Source: an optimization exercise on an open RTL-to-GDS flow (aim: small area, a short achievable clock period and few clock cycles per item). Production flows keep margins and buffers that such runs may drop.
For this run, only the layout was checked, not whether the RTL still works.

==> design/flow/config.mk <==
export PLATFORM = sky130hd
export DESIGN_NAME = systolic_mm_top
export DESIGN_NICKNAME = systolic_mm_top
export VERILOG_FILES = /design/flow/design.v
export SDC_FILE = /design/flow/constraint.sdc
export NUM_CORES = 4
export LEC_CHECK = 0
export CAP_MARGIN = 20
export CORE_MARGIN = 2
export CORE_UTILIZATION = 40
export SLEW_MARGIN = 20
==> design/flow/constraint.sdc <==
create_clock -name core_clock -period 14.0 [get_ports {clk}]
set_input_delay 2.8000 -clock core_clock [delete_from_list [all_inputs] [get_ports {clk}]]
set_output_delay 2.8000 -clock core_clock [all_outputs]
set_load 0.01 [all_outputs]
==> design/flow/design.v <==
package sa_pkg;
    localparam int DATA_W   = 16;    
    localparam int EXP_W    = 8;     
    localparam int MAN_W    = 7;     
    localparam int EXP_BIAS = 127;   
    localparam int EXP_MAX  = 254;   
    typedef union packed {
        logic [DATA_W-1:0] raw;      
        struct packed {
            logic             sign;  
            logic [EXP_W-1:0] exp;   
            logic [MAN_W-1:0] man;   
        } fields;
    } fp_word_u;
endpackage
module fp_mul (
    input  sa_pkg::fp_word_u a_i,
    input  sa_pkg::fp_word_u b_i,
    output sa_pkg::fp_word_u p_o,
    output logic             zero_o,
    output logic             ovf_o
);
    logic [7:0]       x, y;         
    logic [7:0][15:0] pp;           
    logic [5:0][15:0] s1;           
    logic [3:0][15:0] s2;
    logic [2:0][15:0] s3;
    logic [1:0][15:0] s4;
    logic [15:0]      prod;
    logic             top;
    logic [9:0]       e0, e1;       
    logic             bad0, bad1;   
    function automatic logic [31:0] csa(input logic [15:0] p, input logic [15:0] q, input logic [15:0] r);
        logic [15:0] s, c;
        s = p ^ q ^ r;
        c = ((p & q) | (p & r) | (q & r)) << 1;
        csa = {c, s};
    endfunction
    always_comb begin
        x = {1'b1, a_i.fields.man};
        y = {1'b1, b_i.fields.man};
        for (int i = 0; i < 8; i++) pp[i] = y[i] ? (16'(x) << i) : 16'd0;
        s1[1:0] = csa(pp[0], pp[1], pp[2]);
        s1[3:2] = csa(pp[3], pp[4], pp[5]);
        s1[4] = pp[6];
        s1[5] = pp[7];
        s2[1:0] = csa(s1[0], s1[1], s1[2]);
        s2[3:2] = csa(s1[3], s1[4], s1[5]);
        s3[1:0] = csa(s2[0], s2[1], s2[2]);
        s3[2] = s2[3];
        s4[1:0] = csa(s3[0], s3[1], s3[2]);
        prod = s4[0] + s4[1];
        top  = prod[15];
        e0 = {2'b00, a_i.fields.exp} + {2'b00, b_i.fields.exp} - 10'd127;
        e1 = {2'b00, a_i.fields.exp} + {2'b00, b_i.fields.exp} - 10'd126;
        bad0 = e0[9] || (e0 == 10'd0) || (e0 > 10'd254);
        bad1 = e1[9] || (e1 == 10'd0) || (e1 > 10'd254);
        zero_o = (a_i.fields.exp == 8'd0) || (b_i.fields.exp == 8'd0);
        ovf_o  = top ? bad1 : bad0;
        p_o.fields.sign = a_i.fields.sign ^ b_i.fields.sign;
        p_o.fields.exp  = top ? e1[7:0] : e0[7:0];
        p_o.fields.man  = top ? prod[14:8] : prod[13:7];
    end
endmodule
module fp_add (
    input  sa_pkg::fp_word_u a_i,       
    input  sa_pkg::fp_word_u b_i,       
    input  logic             b_zero_i,  
    input  logic             b_ovf_i,   
    output sa_pkg::fp_word_u s_o
);
    logic [7:0] xe, ye;
    logic [6:0] xm, ym;
    logic [2:0] dxy, dyx;           
    logic [8:0] d;                  
    logic       x_big;              
    logic       near;               
    logic [7:0] y_al, x_al;         
    logic [8:0] sx, sy;             
    logic [8:0] s;
    logic [7:0] he;
    always_comb begin
        xe = a_i.fields.exp;  xm = a_i.fields.man;
        ye = b_i.fields.exp;  ym = b_i.fields.man;
        dxy = xe[2:0] - ye[2:0];
        dyx = ye[2:0] - xe[2:0];
        d   = {1'b0, xe} - {1'b0, ye};
        x_big = !d[8];
        near  = (d[8:3] == 6'b000000) || ((d[8:3] == 6'b111111) && (d[2:0] != 3'd0));
        y_al = {1'b1, ym} >> dxy;
        x_al = {1'b1, xm} >> dyx;
        sx = {1'b0, 1'b1, xm} + {1'b0, y_al};
        sy = {1'b0, 1'b1, ym} + {1'b0, x_al};
        s  = x_big ? sx : sy;
        he = x_big ? xe : ye;
        s_o.fields.sign = a_i.fields.sign;
        if (!near) begin
            s_o.fields.exp = he;
            s_o.fields.man = x_big ? xm : ym;
        end else if (s[8]) begin
            s_o.fields.exp = he + 8'd1;
            s_o.fields.man = s[7:1];
        end else begin
            s_o.fields.exp = he;
            s_o.fields.man = s[6:0];
        end
        if ((&xe) || (b_ovf_i && !b_zero_i)) begin
            s_o.raw = '0;
        end else if (a_i.raw == '0) begin
            s_o.raw = b_zero_i ? 16'h0000 : b_i.raw;
        end else if (b_zero_i) begin
            s_o = a_i;
        end else if (a_i.fields.sign != b_i.fields.sign) begin
            s_o.raw = '0;
        end
    end
endmodule
module systolic_mm_top #(
    parameter int N = 4                      
) (
    input  logic                          clk,
    input  logic                          reset,    
    input  logic                          load_i,   
    input  logic                          start_i,  
    input  logic [N*N*sa_pkg::DATA_W-1:0] a_i,      
    input  logic [N*N*sa_pkg::DATA_W-1:0] b_i,      
    output logic [N*N*sa_pkg::DATA_W-1:0] c_o,      
    output logic                          done_o    
);
    localparam int W = sa_pkg::DATA_W;
    logic [N-1:0][N-1:0][W-1:0] a_q;         
    logic [N-1:0][N-1:0][W-1:0] b_q;         
    logic [N*N*W-1:0]           p_q;         
    logic [N*N-1:0]             pz_q;        
    logic [N*N-1:0]             po_q;
    logic [2:0]                 cnt;         
    logic                       step;
    assign step = start_i && !load_i && !done_o;
    always_ff @(posedge clk) begin
        if (load_i) begin
            for (int m = 0; m < N; m++)
                for (int s = 0; s < N; s++) begin
                    a_q[m][s] <= a_i[(m*N+s)*W +: W];
                    b_q[m][s] <= b_i[(s*N+m)*W +: W];
                end
        end else if (step) begin
            for (int m = 0; m < N; m++)
                for (int s = 0; s < N-1; s++) begin
                    a_q[m][s] <= a_q[m][s+1];
                    b_q[m][s] <= b_q[m][s+1];
                end
        end
    end
    always_ff @(posedge clk or negedge reset) begin
        if (!reset) begin
            cnt    <= '0;
            done_o <= 1'b0;
        end else if (load_i) begin
            cnt    <= '0;
            done_o <= 1'b0;
        end else if (step) begin
            cnt    <= cnt + 1'b1;
            done_o <= (cnt == 3'(N));
        end
    end
    for (genvar m = 0; m < N; m++) begin : g_row
        for (genvar k = 0; k < N; k++) begin : g_col
            sa_pkg::fp_word_u prod;
            logic             prod_zero;
            logic             prod_ovf;
            sa_pkg::fp_word_u sum;
            fp_mul u_mul (.a_i(a_q[m][0]), .b_i(b_q[k][0]), .p_o(prod),
                          .zero_o(prod_zero), .ovf_o(prod_ovf));
            fp_add u_add (.a_i(c_o[(m*N+k)*W +: W]), .b_i(p_q[(m*N+k)*W +: W]),
                          .b_zero_i(pz_q[m*N+k]), .b_ovf_i(po_q[m*N+k]), .s_o(sum));
            always_ff @(posedge clk) begin
                if (load_i) begin
                    p_q[(m*N+k)*W +: W] <= '0;
                    pz_q[m*N+k]         <= 1'b0;
                    po_q[m*N+k]         <= 1'b0;
                    c_o[(m*N+k)*W +: W] <= '0;
                end else if (step) begin
                    p_q[(m*N+k)*W +: W] <= prod.raw;
                    pz_q[m*N+k]         <= prod_zero;
                    po_q[m*N+k]         <= prod_ovf;
                    c_o[(m*N+k)*W +: W] <= sum.raw;
                end
            end
        end
    end
endmodule
==> design/flow/flow/run.sh <==
#!/bin/bash
set -euo pipefail
SETUP_MARGIN=${SETUP_MARGIN:-9.5}
bash standard.sh SETUP_SLACK_MARGIN=$SETUP_MARGIN finish > make_finish.log 2>&1
==> design/flow/standard.sh <==
#!/bin/bash
# synth_recipe.tcl (not shown) runs the flow's synth.tcl, then flattens the netlist and writes it again
# the make line also repeats each setting of config.mk as NAME=value (left out here)
make -C /OpenROAD-flow-scripts/flow DESIGN_CONFIG=/design/flow/config.mk WORK_HOME=/design/flow/orfs CLKGATE_MAP_FILE= SYNTH_SCRIPT=/design/flow/synth_recipe.tcl "${@:-finish}"
==> out/qor.txt <==
Hold EP - c_o[121]
CTS Buf Count - 144
Synth-to-layout area growth - 28.4%
Reg2Reg Setup Slack - 8.44 ns
Post-Syn Instances - 12750
First-pass GRT wire length - 609000 µm
Yosys Warn Count - 3
Setup Viol. Count Final - 0
I/O pins - 773
Final Net Count - 16124
Startpoint types - register
Post-Route Skew - 0.0744 ns
CTS Buffer Depth - 4
Row count - 194
Largest net degree at the start of global routing - 87
H-tree depth - 4
Placer Congestion - 0.924
Post-Syn Nets - 14868
Relative slew slack - 15.7%
Worst reg2reg startpoint - b_q[1]
# fillers - 25804
#FFs+latches synth - 1060
CTS tree - yes
Arrival @ worst endpoint - 6.28 ns
IO buf count - 772
Asr flop ratio synth - 0.377%
Share of cells above drive strength 1 - 20.8%
Worst slew pin tran - 1.26 ns
Hold Buf Count CTS - 0
Period utilisation layout - 39.7%
Min-Delay Path Class - register to register
Antenna violations before repair - 46
Worst reg2reg endpoint - po_q[8]
Highest Clock Rate - 0.180 GHz
FF+latch area - 26900 µm²
Hold Vio Cnt, Final - 0
Die Height - 532 µm
Top FF cell, synth - dfxtp_1
Placed instance count - 16854
Fin Setup TNS - 0 ns
Post-route ant nets - 0
Die width - 532 µm
Footprint of the multi-input gates - 85800 µm²
Status - no timing/DRC/antenna violations
Initial DRC Count - 8481
Core box area - 279000 µm²
Post-layout minimum cycle time - 5.56 ns
Required time of the critical path - 14.73 ns
Vias in the first global route - 97068
HPWL after detailed placement - 291000 µm
Mapped Area - 112000 µm²
Final Max Tran Viols - 0
Reg2Reg Depth - 19
Final WL - 417000 µm
Post-synth EDFFs - 512
Worst Path Max Fanout - 16
Avg Vias per Cell - 5.72
Routed WL per cell - 23.4 µm
CTS root buffer - clkbuf_16
DR vias - 102032
Area of the die - 284000 µm²
DRC - 0
Total of max-cap violations - 0
Nature of the critical path endpoint - register
Pre-antenna DRT Iters - 7
Worst hold path stage count - 2
CTS clk-pin slew, worst paths - 0.06 ns
# clock sinks - 1060
Global-route total usage across every layer - 27.7%
Syn Area/Cell - 8.76 µm²
RSZ-0062 raised after global routing - yes
Starting density of the core - 40.1%
Worst skew pair latency - 0.87 ns
Yosys cell types - 127
WS Path Type - register to register
Sequential fraction of the synthesis area - 23.6%
Hold Crit Start - p_q[121]
GRT overflow - 0
Final non-filler cell total - 17847
## placed cells by master, fill, tap and decap left out, types with 257 or more instances in the layout
master,count
a21oi_1,486
and2_1,325
buf_4,511
clkdlybuf4s50_1,514
dfxtp_1,284
edfxtp_1,512
fa_1,581
ha_1,802
inv_1,1039
mux2_2,420
mux2i_1,257
nand2_1,1268
nand3_1,307
nor2_1,743
o21ai_0,629
xnor2_1,363
xor2_1,280
## cell families after synthesis
group | synth area share [%]
flip-flops | 23.6
AO/OA/AOI/OAI | 16.7
XOR/XNOR | 5.79
AND/OR/NAND/NOR | 17.6
multiplexers | 8.19
buffers and inverters | 5.56
adder cells (fa/ha/maj) | 22.6
## worst max-delay path, stage by stage (launching register included)
cell and delay (ns):
edfxtp_1 0.44, buf_12 0.19, and2_1 0.16, fa_1 0.52
inv_2 0.04, fa_2 0.44, fa_1 0.52, fa_1 0.53
inv_2 0.05, ha_4 0.26, nand2_2 0.06, or4_4 0.41
o2111a_1 0.19, o31a_1 0.36, nor2_2 0.13, or4_4 0.15
nand3_4 0.08, buf_12 0.16, or4_4 0.48, a32o_1 0.23
## routing by layer
metal  global-route usage (%)  vias up  wire length [µm]
li1                         -    48044                 -
met1                     37.2    49524            177000
met2                     44.0     3742            187000
met3                     5.82      686             36300
met4                     9.84       36             17000
met5                        0        -               230
## sequential cells by signal, summed over array words and instances, names as in the netlist
signal and count:
b_q 256, p_q 256, po_q 16, cnt 3
a_q 256, c_o 256, done_o 1, pz_q 16
## what timing repair did
item	4_1_cts	5_1_grt
resized for setup	1695	793
gates cloned	63	16
setup endpoints to repair	1359	656
pin swaps	243	368
setup buffers	397	254
## metrics by stage
step	worst slack [ns]	utilization, %	hold WS [ns]	cell area, µm²
finish	8.44	51.5	0.477	143000
global route	8.33	51.5	0.502	143000
CTS	8.55	49.4	0.481	138000
detailed placement	6.69	44.4	0.456	124000
global placement	6.63	44.4	0.449	124000
floorplan	8.62	-	0.426	113000
## how the worst max path moves through the flow
stage	slack (ns)	startpoint	to
2_1_floorplan	8.62	b_q[2]	po_q[8]
3_3_place_gp	6.63	load_i	c_o[59]
3_5_place_dp	6.69	load_i	c_o[59]
4_1_cts	8.55	b_q[66]	p_q[80]
5_1_grt	8.33	a_q[133]	po_q[8]
6_report	8.44	b_q[1]	po_q[8]
## final cells by class
type / instances / area share, %
repair buffers: 1628 / 12.0
multi-input cells: 10072 / 59.8
clock buffers: 179 / 2.70
diodes: 12 / 0.0209
flip-flops and latches: 1060 / 18.8
repair inverters: 1 / 0.00611
clock inverters: 72 / 0.488
inverters: 1099 / 2.90
well taps: 3724 / 3.25
## synthesized netlist by cell type, types with 314 or more instances
| cell type | count | area share [%] |
|---|---|---|
| nand2_1 | 1344 | 4.5 |
| inv_1 | 1094 | 3.7 |
| ha_1 | 914 | 10 |
| o21ai_0 | 821 | 3.7 |
| nor2_1 | 791 | 2.7 |
| fa_1 | 688 | 12 |
| a21oi_1 | 556 | 2.5 |
| dfxtp_1 | 544 | 9.7 |
| edfxtp_1 | 512 | 14 |
| clkbuf_1 | 431 | 1.4 |
| mux2_2 | 426 | 4.3 |
| xnor2_1 | 411 | 3.2 |
| and2_1 | 361 | 2.0 |
| mux2i_1 | 323 | 2.9 |
| nand3_1 | 321 | 1.4 |
| xor2_1 | 314 | 2.5 |

afterwards: timing with drivers on the ports:
The flow's constraints put no driver on any port. The routed layout listed below was extracted and timed again, unchanged, in two steps. Step 1, drivers: a clkbuf_16 drives clk and a buf_2 each remaining input, both assumed. Step 2 adds t to the input delays and takes it off the output delays; t is the mean of the earliest and latest rising clock arrival at the registers after step 1. Input paths then give back, and output paths get back, about the clock's delay inside the block. a / b / c = ideal / step 1 / step 2; a / b = the first two.
shift t [ns]: 0.936
setup WS [ns]: 8.445 / 8.445 / 8.445
worst setup path after step 2: register to register
slew at the worst register clock pin (ns): 0.07 / 0.07
worst slew at a driven data input, ns: 0.21
After both steps this run still meets setup and hold. The setup slack of this run moves by 0.000 ns with the drivers and by 0.000 ns with both steps.
